Source: an optimization exercise on an open RTL-to-GDS flow (aim: small area). Production flows keep margins and buffers that such runs may drop. Function was checked by simulation only, so behaviour that the tests miss may differ from the original.

==> flow/design.v <==
package ram_pkg;
    localparam int unsigned RAM_READ_FIRST  = 32'd0;
    localparam int unsigned RAM_WRITE_FIRST = 32'd1;
endpackage
module ram_init_sweep
#(
    parameter int unsigned ADDR_WIDTH = 32'd7
) (
    input  logic                  i_clk,
    input  logic                  i_rst,
    output logic [ADDR_WIDTH-1:0] o_init_addr,
    output logic                  o_init_busy
);
    logic [ADDR_WIDTH-1:0] r_cnt;
    logic                  r_busy;
    always_ff @(posedge i_clk or posedge i_rst) begin
        if (i_rst) begin
            r_cnt  <= '0;
            r_busy <= 1'b1;
        end else if (r_busy) begin
            r_cnt <= r_cnt + 1'b1;
            if (&r_cnt) begin
                r_busy <= 1'b0;
            end
        end
    end
    assign o_init_addr = r_cnt;
    assign o_init_busy = r_busy;
endmodule
module ram_dp_be
#(
    parameter  int unsigned DATA_WIDTH = 32'd32,
    parameter  int unsigned ADDR_WIDTH = 32'd7,
    parameter  int unsigned BYTE_WIDTH = 32'd8,
    parameter  int unsigned READ_MODE  = ram_pkg::RAM_READ_FIRST,
    localparam int unsigned NUM_BYTES  = DATA_WIDTH / BYTE_WIDTH
) (
    input  logic                  clk,
    input  logic                  rst,
    input  logic                  we,
    input  logic [ADDR_WIDTH-1:0] waddr,
    input  logic [NUM_BYTES-1:0]  wbe,
    input  logic [DATA_WIDTH-1:0] d,
    input  logic                  re,
    input  logic [ADDR_WIDTH-1:0] raddr,
    output logic [DATA_WIDTH-1:0] q,
    output logic                  q_valid,
    output logic                  init_busy
);
    localparam int unsigned DEPTH = 32'd1 << ADDR_WIDTH;
    logic [DEPTH-1:0][DATA_WIDTH-1:0] r_mem;
    logic                             r_phase;
    logic [DATA_WIDTH-1:0]            r_q;
    logic                             r_q_valid;
    logic [ADDR_WIDTH-1:0]            w_init_addr;
    logic                             w_busy;
    ram_init_sweep #(
        .ADDR_WIDTH (ADDR_WIDTH)
    ) u_init_sweep (
        .i_clk       (clk),
        .i_rst       (rst),
        .o_init_addr (w_init_addr),
        .o_init_busy (w_busy)
    );
    always_ff @(posedge clk or posedge rst) begin
        if (rst) begin
            r_phase <= 1'b0;
        end else begin
            r_phase <= ~r_phase;
        end
    end
    logic [ADDR_WIDTH-1:0]            w_addr;
    logic [NUM_BYTES-1:0]             w_lane_en;
    logic [DATA_WIDTH-1:0]            w_dn;
    logic [DEPTH-1:0]                 w_row_n;
    logic [DEPTH-1:0][NUM_BYTES-1:0]  w_wr;
    logic [DEPTH-1:0][DATA_WIDTH-1:0] w_mem_d;
    assign w_addr    = w_busy ? w_init_addr : waddr;
    assign w_lane_en = w_busy ? '1 : (we ? wbe : '0);
    always_comb begin
        for (int b = 0; b < NUM_BYTES; b++) begin
            for (int i = 0; i < BYTE_WIDTH; i++) begin
                w_dn[b*BYTE_WIDTH + i] =
                    !w_lane_en[b] || ((d[b*BYTE_WIDTH + i] && !w_busy) != r_phase);
            end
        end
        for (int r = 0; r < DEPTH; r++) begin
            for (int b = 0; b < NUM_BYTES; b++) begin
                w_wr[r][b] = !w_row_n[r] && w_lane_en[b];
            end
        end
    end
    ram_dec #(
        .ADDR_WIDTH (ADDR_WIDTH),
        .USE_EN     (1'b0),
        .ACT_LOW    (1'b1)
    ) u_wdec (
        .i_en   (1'b0),
        .i_addr (w_addr),
        .o_sel  (w_row_n)
    );
    for (genvar r = 0; r < DEPTH; r++) begin : g_wr_row
        for (genvar c = 0; c < DATA_WIDTH; c++) begin : g_wr_col
            ram_bit_next u_next (
                .i_s     (r_mem[r][c]),
                .i_wr    (w_wr[r][c / BYTE_WIDTH]),
                .i_row_n (w_row_n[r]),
                .i_dn    (w_dn[c]),
                .o_s     (w_mem_d[r][c])
            );
        end
    end
    always_ff @(posedge clk) begin
        r_mem <= w_mem_d;
    end
    localparam int unsigned NUM_TERM = DEPTH + 32'd1;
    localparam int unsigned NUM_GRP  = (NUM_TERM + 32'd2) / 32'd3;
    logic                                 w_ren;
    logic [DEPTH-1:0]                     w_rsel;
    logic [NUM_GRP*3-1:0]                 w_tsel;
    logic [NUM_GRP*3-1:0][DATA_WIDTH-1:0] w_tdat;
    logic [NUM_GRP-1:0][DATA_WIDTH-1:0]   w_grp_n;
    logic [DATA_WIDTH-1:0]                w_rd_enc;
    assign w_ren = re & ~w_busy;
    ram_dec #(
        .ADDR_WIDTH (ADDR_WIDTH),
        .USE_EN     (1'b1)
    ) u_rdec (
        .i_en   (w_ren),
        .i_addr (raddr),
        .o_sel  (w_rsel)
    );
    always_comb begin
        w_tsel = '0;
        w_tdat = '0;
        for (int r = 0; r < DEPTH; r++) begin
            w_tsel[r] = w_rsel[r];
            w_tdat[r] = r_mem[r];
        end
        w_tsel[DEPTH] = ~w_ren;
        w_tdat[DEPTH] = r_q ^ {DATA_WIDTH{r_phase}};
    end
    for (genvar c = 0; c < DATA_WIDTH; c++) begin : g_col
        for (genvar g = 0; g < NUM_GRP; g++) begin : g_aoi
            ram_rd_aoi3 u_aoi (
                .i_a ({w_tdat[g*3 + 2][c], w_tdat[g*3 + 1][c], w_tdat[g*3][c]}),
                .i_s (w_tsel[g*3 +: 3]),
                .o_y (w_grp_n[g][c])
            );
        end
    end
    always_comb begin
        w_rd_enc = '1;
        for (int g = 0; g < NUM_GRP; g++) begin
            w_rd_enc = w_rd_enc & w_grp_n[g];
        end
        w_rd_enc = ~w_rd_enc;
    end
    always_ff @(posedge clk or posedge rst) begin
        if (rst) begin
            r_q       <= '0;
            r_q_valid <= 1'b0;
        end else begin
            r_q_valid <= w_ren;
            r_q       <= w_rd_enc ^ {DATA_WIDTH{r_phase}};
        end
    end
    assign q         = r_q;
    assign q_valid   = r_q_valid;
    assign init_busy = w_busy;
endmodule
module ram_bit_next (
    input  logic i_s,
    input  logic i_wr,
    input  logic i_row_n,
    input  logic i_dn,
    output logic o_s
);
    assign o_s = ~((i_s | i_wr) & (i_row_n | i_dn));
endmodule
module ram_rd_aoi3 (
    input  logic [2:0] i_a,
    input  logic [2:0] i_s,
    output logic       o_y
);
    assign o_y = ~|(i_a & i_s);
endmodule
module ram_dec
#(
    parameter int unsigned ADDR_WIDTH = 32'd7,
    parameter bit          USE_EN     = 1'b0,
    parameter bit          ACT_LOW    = 1'b0
) (
    input  logic                          i_en,
    input  logic [ADDR_WIDTH-1:0]         i_addr,
    output logic [(1 << ADDR_WIDTH)-1:0]  o_sel
);
    always_comb begin
        for (int r = 0; r < (1 << ADDR_WIDTH); r++) begin
            o_sel[r] = ACT_LOW ^ ((i_en || !USE_EN) && (i_addr == ADDR_WIDTH'(r)));
        end
    end
endmodule
export LEC_CHECK = 0
export CAP_MARGIN = 10
export CORE_MARGIN = 2
export CORE_UTILIZATION = 55
export PLACE_DENSITY = 0.7
export SLEW_MARGIN = 10
export SYNTH_HIERARCHICAL = 1
create_clock -name core_clock -period 10.0 [get_ports {clk}]
standard.sh (not shown) runs the stock make flow with config.mk's settings and CLKGATE_MAP_FILE= SYNTH_SCRIPT=/design/flow/synth_recipe.tcl, a recipe that flattens the netlist after the stock synthesis.
==> flow/flow/run.sh <==
#!/bin/bash
set -euo pipefail
bash standard.sh \
  MATCH_CELL_FOOTPRINT=0 \
  BUFFER_PORTS_ARGS="-buffer_cell sky130_fd_sc_hd__buf_1" \
  CTS_ARGS="-sink_clustering_enable -repair_clock_nets -buf_list sky130_fd_sc_hd__clkbuf_8 -sink_clustering_size 18 -sink_clustering_max_diameter 60 -dont_use_dummy_load -tree_buf sky130_fd_sc_hd__clkbuf_4" \
  finish > flow_make.log 2>&1
The first run ran to the end with violations: capacitance limit, slew limit.
Rerun with:
==> flow/flow/run.sh (replaced) <==
#!/bin/bash
set -euo pipefail
bash standard.sh \
  MATCH_CELL_FOOTPRINT=0 \
  BUFFER_PORTS_ARGS="-buffer_cell sky130_fd_sc_hd__buf_1" \
  CTS_ARGS="-sink_clustering_enable -repair_clock_nets -buf_list sky130_fd_sc_hd__clkbuf_8 -sink_clustering_size 18 -sink_clustering_max_diameter 60 -dont_use_dummy_load" \
  finish > flow_make.log 2>&1
Now the flow ran to the end with no violations; clock skew rises by 0.017 ns; final cell count hardly moves; fmax rises by a few percent; area after synthesis is unchanged; non-clock buffer count rises by 1.
Rerun with:
--- a/flow/config.mk
+++ b/flow/config.mk
@@ -11 +11 @@
-export PLACE_DENSITY = 0.7
+export PLACE_DENSITY = 0.85
What happened:
- The new run finished with capacitance limit, slew limit left
- via count goes up by about 2.2%
- wire length goes down by 4.3%
- clock skew goes down by 0.018 ns
- non-clock buffer count goes up by 24
- register-to-register slack gets better by 0.08 ns
- flip-flop and latch count is unchanged

==> re-timing with driven ports <==
In the flow no input, the clock included, has a driving cell. The finished layouts below were timed again as built, in two steps.
Step 1 assumes that a clkbuf_16 drives the clock port and a buf_2 every other input.
Step 2, shift: input delay + t, output delay - t, t = (earliest + latest rising clock arrival at the registers) / 2. This alone moves slack from input paths to output paths.
Three values: ideal, step 1, step 2; two values: the first two.
| run | t (ns) | setup WS [ns] | latest minus earliest clock arrival (ns) | worst slew at a driven data input, ns | cell pins on the clock port's net |
|---|---|---|---|---|---|
| the first run | 1.170 | 3.310 / 3.310 / 2.638 | 0.123 / 0.123 | 0.16 | 1 |
| the second run | 1.179 | 3.578 / 3.578 / 2.733 | 0.131 / 0.131 | 0.16 | 1 |
| the third run | 1.212 | 3.656 / 3.656 / 2.739 | 0.123 / 0.124 | 0.14 | 1 |
The setup slack of the third run, which loses most, moves by 0.000 ns with the drivers and by -0.917 ns with both steps.
